This design comes from an exercise in tuning for small area and a short achievable clock period on the open sky130 flow, not from production work. RTL that was checked went through simulation tests only; none was proved equivalent to the original. Power figures rest on the tool's default switching activity, not on a simulated workload.

==> flow/design.v (excerpt) <==
module bmp_filter
(
  input  logic       dut_if,
  input  logic       reset_ind,
  input  logic       in_valid,
  input  bmp_pkg::word_t      in_data,
  input  bmp_pkg::mode_t      mode,
  input  logic [7:0] proc_val,
  output logic       out_valid,
  output bmp_pkg::word_t      out_data,
  output logic       frame_done
);
Size in the first run: ~910 cells after synthesis, ~160 flip-flops, about 79 I/O pins.
Settings: LEC_CHECK=0, ABC_CLOCK_PERIOD_IN_PS=2500, CAP_MARGIN=20, CORE_MARGIN=2, CORE_UTILIZATION=40, CTS_BUF_LIST=sky130_fd_sc_hd__clkbuf_4 sky130_fd_sc_hd__clkbuf_8, GPL_TIMING_DRIVEN=0, SLEW_MARGIN=20; clock period 10.0 ns.
standard.sh (not shown) runs the stock make flow with config.mk's settings and CLKGATE_MAP_FILE= SYNTH_SCRIPT=/design/flow/synth_recipe.tcl, a recipe that flattens the netlist after the stock synthesis.
==> flow/flow/run.sh <==
#!/bin/bash
# Standard ORFS layout with two changes: ports are buffered with the
# smallest buffer (the resizer still upsizes where timing needs it), and
# repair_timing aims for 7 ns of setup slack, so that the achieved period
# is pushed well below the 10 ns clock.
set -euo pipefail
bash standard.sh 'BUFFER_PORTS_ARGS=-buffer_cell sky130_fd_sc_hd__buf_1' SETUP_SLACK_MARGIN=7 finish > standard_flow.log 2>&1
Change:
==> flow/flow/run.sh (replaced) <==
#!/bin/bash
# Standard ORFS layout with three changes: ports are buffered with the
# smallest buffer (the resizer still upsizes where timing needs it), clock
# tree synthesis adds no dummy loads, and repair_timing aims for 6.9 ns of
# setup slack, so that the achieved period is pushed well below the 10 ns
# clock.
set -euo pipefail
bash standard.sh 'BUFFER_PORTS_ARGS=-buffer_cell sky130_fd_sc_hd__buf_1' \
  'CTS_ARGS=-sink_clustering_enable -repair_clock_nets -dont_use_dummy_load -buf_list {sky130_fd_sc_hd__clkbuf_4 sky130_fd_sc_hd__clkbuf_8}' \
  SETUP_SLACK_MARGIN=6.9 finish > standard_flow.log 2>&1
--- a/flow/config.mk
+++ b/flow/config.mk
@@ -11,3 +11,2 @@
 export CORE_UTILIZATION = 40
-export CTS_BUF_LIST = sky130_fd_sc_hd__clkbuf_4 sky130_fd_sc_hd__clkbuf_8
 export GPL_TIMING_DRIVEN = 0
First-iteration DRC count shrinks by about 11%; total power shrinks by 6.4%; via count shrinks by about 0.8%; hold slack improves by 0.035 ns; final cell count shrinks by about 1.3%; global-route usage shrinks by 0.51 points; setup slack degrades by 0.12 ns; register-to-register slack degrades by 0.12 ns; cell area shrinks by 2.1%.
Change:
==> flow/flow/run.sh (replaced) <==
#!/bin/bash
# Standard ORFS layout with three changes: ports are buffered with the
# smallest buffer (the resizer still upsizes where timing needs it), clock
# tree synthesis adds no dummy loads, and repair_timing aims for 7 ns of
# setup slack, so that the achieved period is pushed well below the 10 ns
# clock.
set -euo pipefail
bash standard.sh 'BUFFER_PORTS_ARGS=-buffer_cell sky130_fd_sc_hd__buf_1' \
  'CTS_ARGS=-sink_clustering_enable -repair_clock_nets -dont_use_dummy_load -buf_list {sky130_fd_sc_hd__clkbuf_4 sky130_fd_sc_hd__clkbuf_8}' \
  SETUP_SLACK_MARGIN=7 finish > standard_flow.log 2>&1
--- a/flow/config.mk
+++ b/flow/config.mk
@@ -12,2 +12,3 @@
 export GPL_TIMING_DRIVEN = 0
+export PLACE_DENSITY = 0.75
 export SLEW_MARGIN = 20
Result: Wire length goes down by 0.46%. Sequential share of layout area goes down by 0.43 points. Global-route usage goes up by 0.24 points. Register-to-register slack improved by 0.06 ns. Via count goes up by 2.5%. Worst hold slack got worse by 0.034 ns. Synthesized area does not change.
Change:
==> flow/flow/run.sh (replaced) <==
#!/bin/bash
# Standard ORFS layout with two changes: ports are buffered with the
# smallest buffer (the resizer still upsizes where timing needs it), and
# repair_timing aims for 7 ns of setup slack, so that the achieved period
# is pushed well below the 10 ns clock.
set -euo pipefail
bash standard.sh 'BUFFER_PORTS_ARGS=-buffer_cell sky130_fd_sc_hd__buf_1' SETUP_SLACK_MARGIN=7 finish > standard_flow.log 2>&1
--- a/flow/config.mk
+++ b/flow/config.mk
@@ -11,4 +11,3 @@
 export CORE_UTILIZATION = 40
-export GPL_TIMING_DRIVEN = 0
-export PLACE_DENSITY = 0.75
+export CTS_BUF_LIST = sky130_fd_sc_hd__clkbuf_4 sky130_fd_sc_hd__clkbuf_8
 export SLEW_MARGIN = 20
What happened: Power goes up by 8.0%. Routed wire length climbs by 2.2%. Final area increases by 1.4%. Synthesized area does not change. Sequential share of layout area decreases by 0.50 points. Setup slack improves by 0.014 ns. Global-route usage came out higher by 0.29 points. Maximum frequency increases by 0.46%.

* * *

south:
bmp_filter, a different RTL version from the one above (not shown whole).
Size: roughly 79 I/O pins, about 0.010 sq mm of cells after synthesis.
export LEC_CHECK = 0
export ABC_CLOCK_PERIOD_IN_PS = 2500
export CAP_MARGIN = 20
export CORE_MARGIN = 2
export CORE_UTILIZATION = 40
export CTS_BUF_LIST = sky130_fd_sc_hd__clkbuf_4 sky130_fd_sc_hd__clkbuf_8
export SLEW_MARGIN = 20
create_clock -name core_clock -period 10.0 [get_ports {dut_if}]
==> flow/flow/run.sh <==
#!/bin/bash
# Standard ORFS layout with two changes: ports are buffered with the
# smallest buffer (the resizer still upsizes where timing needs it), and
# repair_timing aims for 7.1 ns of setup slack, so that the achieved period
# is pushed well below the 10 ns clock.
set -euo pipefail
bash standard.sh 'BUFFER_PORTS_ARGS=-buffer_cell sky130_fd_sc_hd__buf_1' SETUP_SLACK_MARGIN=7.1 finish > standard_flow.log 2>&1
south finished end to end and its layout was clean on timing, DRC and antenna.
For north, these inputs were changed with respect to south:
==> flow/flow/run.sh <==
#!/bin/bash
# Standard ORFS layout with two changes: ports are buffered with the
# smallest buffer (the resizer still upsizes where timing needs it), and
# repair_timing aims for 7 ns of setup slack, so that the achieved period
# is pushed well below the 10 ns clock.
set -euo pipefail
bash standard.sh 'BUFFER_PORTS_ARGS=-buffer_cell sky130_fd_sc_hd__buf_1' SETUP_SLACK_MARGIN=7 finish > standard_flow.log 2>&1
Results
north completed every stage of the flow, and the final layout passed the timing, design-rule and antenna checks. Of the two values seen for end point of the critical path, out_data[1]$_DFF_P_ was produced by south and out_data[24]$_DFF_P_ by north. In north the clock group share of total power turned out 0.3 points lower than in south. Compared with south, in north clock distribution area overhead in the final layout did not really move, design area dropped 3.2%, maximum VDD drop down about 5.4%. Diff south and north: cell count lower in north. north vs south, slowest stage cell on the critical path: sky130_fd_sc_hd__edfxtp_1 vs sky130_fd_sc_hd__fa_1.
No functional check of the RTL was part of any run of this note.

* * *

run A:
bmp_filter, a different RTL version from the one above (not shown whole).
For scale: ~160 flip-flops, ~79 I/O pins.
clock: 10.0 ns
lec_check: 0
abc_clock_period_in_ps: 2500
cap_margin: 20
core_margin: 2
core_utilization: 55
cts_buf_list: sky130_fd_sc_hd__clkbuf_4 sky130_fd_sc_hd__clkbuf_8
slew_margin: 20
==> flow/flow/run.sh <==
#!/bin/bash
# Standard ORFS layout with two changes: ports are buffered with the
# smallest buffer (the resizer still upsizes where timing needs it), and
# repair_timing aims for 7 ns of setup slack, so that the achieved period
# is pushed well below the 10 ns clock.
set -euo pipefail
bash standard.sh 'BUFFER_PORTS_ARGS=-buffer_cell sky130_fd_sc_hd__buf_1' SETUP_SLACK_MARGIN=7 finish > standard_flow.log 2>&1
Relative to run A, the following input files were edited for run B:
- setting CTS_CLUSTER_DIAMETER to 150 for the first time
- changing CTS_BUF_LIST from sky130_fd_sc_hd__clkbuf_4 sky130_fd_sc_hd__clkbuf_8 to sky130_fd_sc_hd__clkbuf_8 sky130_fd_sc_hd__clkbuf_16
- setting CTS_CLUSTER_SIZE to 40 for the first time
- changing CORE_UTILIZATION from 55 to 40
--- outcome ---
Diff run A -> run B | share of the cycle needed by the critical path after routing | decrease of 0.80 points. Compared run B vs run A, and delay of the slowest cell on the worst path is down in run B. [compare] base=run A new=run B: cell count went up by 95; fraction of power consumed by combinational cells went down by 2.1 points. Run B ends up with lower violation count after the first detailed-routing iteration than run A does. Of the two candidates, run A has the better post-layout instance area and run B the worse one. XOR/XNOR share of the synthesized area: run B vs run A — no meaningful difference. Lower via count was reported by run B, not run A. Summary — routability congestion estimate from global placement, run B relative to run A: higher, by about 0.9%. Run B reports a higher worst setup margin than run A does.
Here is what was changed in the inputs of run C compared with run B.
- CTS_CLUSTER_DIAMETER no longer set, was 150
- CTS_BUF_LIST now sky130_fd_sc_hd__clkbuf_4 sky130_fd_sc_hd__clkbuf_8, was sky130_fd_sc_hd__clkbuf_8 sky130_fd_sc_hd__clkbuf_16
- CTS_CLUSTER_SIZE no longer set, was 40
[summary]
On end-of-flow core utilization, the higher figure sits with run B, not run C. The maximum clock frequency of run C is lower than that of run B. From run B to run C the numbers moved as follows: largest voltage drop on the vdd net saw a decrease, slew at the pin closest to its max-slew limit has increased, sequential share of layout area went up by 0.70 points, worst hold-check slack grew by 0.0074 ns, least setup slack across all paths after layout dropped 0.024 ns.
Edits applied to the flow inputs when going from run C to run D:
- putting GPL_TIMING_DRIVEN at 0 where nothing was set
- clearing CTS_BUF_LIST, which used to be sky130_fd_sc_hd__clkbuf_4 sky130_fd_sc_hd__clkbuf_8
==> flow/flow/run.sh <==
#!/bin/bash
# Standard ORFS layout with three changes: ports are buffered with the
# smallest buffer (the resizer still upsizes where timing needs it), clock
# tree synthesis adds no dummy loads, and repair_timing aims for 7 ns of
# setup slack, so that the achieved period is pushed well below the 10 ns
# clock.
set -euo pipefail
bash standard.sh 'BUFFER_PORTS_ARGS=-buffer_cell sky130_fd_sc_hd__buf_1' \
  'CTS_ARGS=-sink_clustering_enable -repair_clock_nets -dont_use_dummy_load -buf_list {sky130_fd_sc_hd__clkbuf_4 sky130_fd_sc_hd__clkbuf_8}' \
  SETUP_SLACK_MARGIN=7 finish > standard_flow.log 2>&1
Results
- The net switching power in run C is 1.08 times that in run D.
- Relative to run C, the buffer share of cell area of run D is higher by 0.72 points.
- Sort run C and run D by synthesis-to-finish area growth, ascending, and run D comes first.
- Run D gives more share of the final layout cell area in multi-input gates than run C did.
- Sequential share of layout area: higher on run D
- In the metrics for run C and run D, the one carrying the higher final worst hold slack is run C.
No run of this note included a check of the RTL's function; only the layout flow was run.

[static timing again, ports no longer ideal]
The results above use ideal ports. As a check the final layouts listed here were re-extracted and re-timed, cells and wires unchanged.
Step 1 (the two cells are an assumption about what drives the block):
set clk [get_ports {dut_if}]
set_driving_cell -lib_cell sky130_fd_sc_hd__clkbuf_16 $clk
set_driving_cell -lib_cell sky130_fd_sc_hd__buf_2 [delete_from_list [all_inputs] $clk]
Step 2 also shifts input and output timing later by t, the mid clock arrival at the registers, as if the neighbouring blocks saw the same clock.
a / b / c = no drivers / after step 1 / after step 2; a / b = the first two.
| run | shift t [ns] | setup WS [ns] | clock arrival spread, ns | pins driven straight from the clock port |
|---|---|---|---|---|
| the first run of note 1 | 0.498 | 7.038 / 7.027 / 6.669 | 0.016 / 0.016 | 1 |
| the second run of note 1 | 0.480 | 6.922 / 6.922 / 6.550 | 0.039 / 0.039 | 1 |
| the third run of note 1 | 0.477 | 6.977 / 6.977 / 6.668 | 0.034 / 0.033 | 1 |
| the fourth run of note 1 | 0.489 | 6.991 / 6.991 / 6.612 | 0.015 / 0.015 | 1 |
| south | 0.504 | 6.949 / 6.949 / 6.608 | 0.023 / 0.023 | 1 |
| north | 0.502 | 6.916 / 6.916 / 6.591 | 0.016 / 0.016 | 1 |
| run A | 0.497 | 6.964 / 6.964 / 6.619 | 0.013 / 0.014 | 1 |
| run B | 0.472 | 7.044 / 7.044 / 6.619 | 0.020 / 0.020 | 1 |
| run C | 0.506 | 7.020 / 7.020 / 6.582 | 0.020 / 0.019 | 1 |
| run D | 0.481 | 7.059 / 7.039 / 6.597 | 0.043 / 0.043 | 1 |
After both steps every run listed still meets setup and hold. The setup slack of run D, which loses most, moves by -0.020 ns with the drivers and by -0.462 ns with both steps.
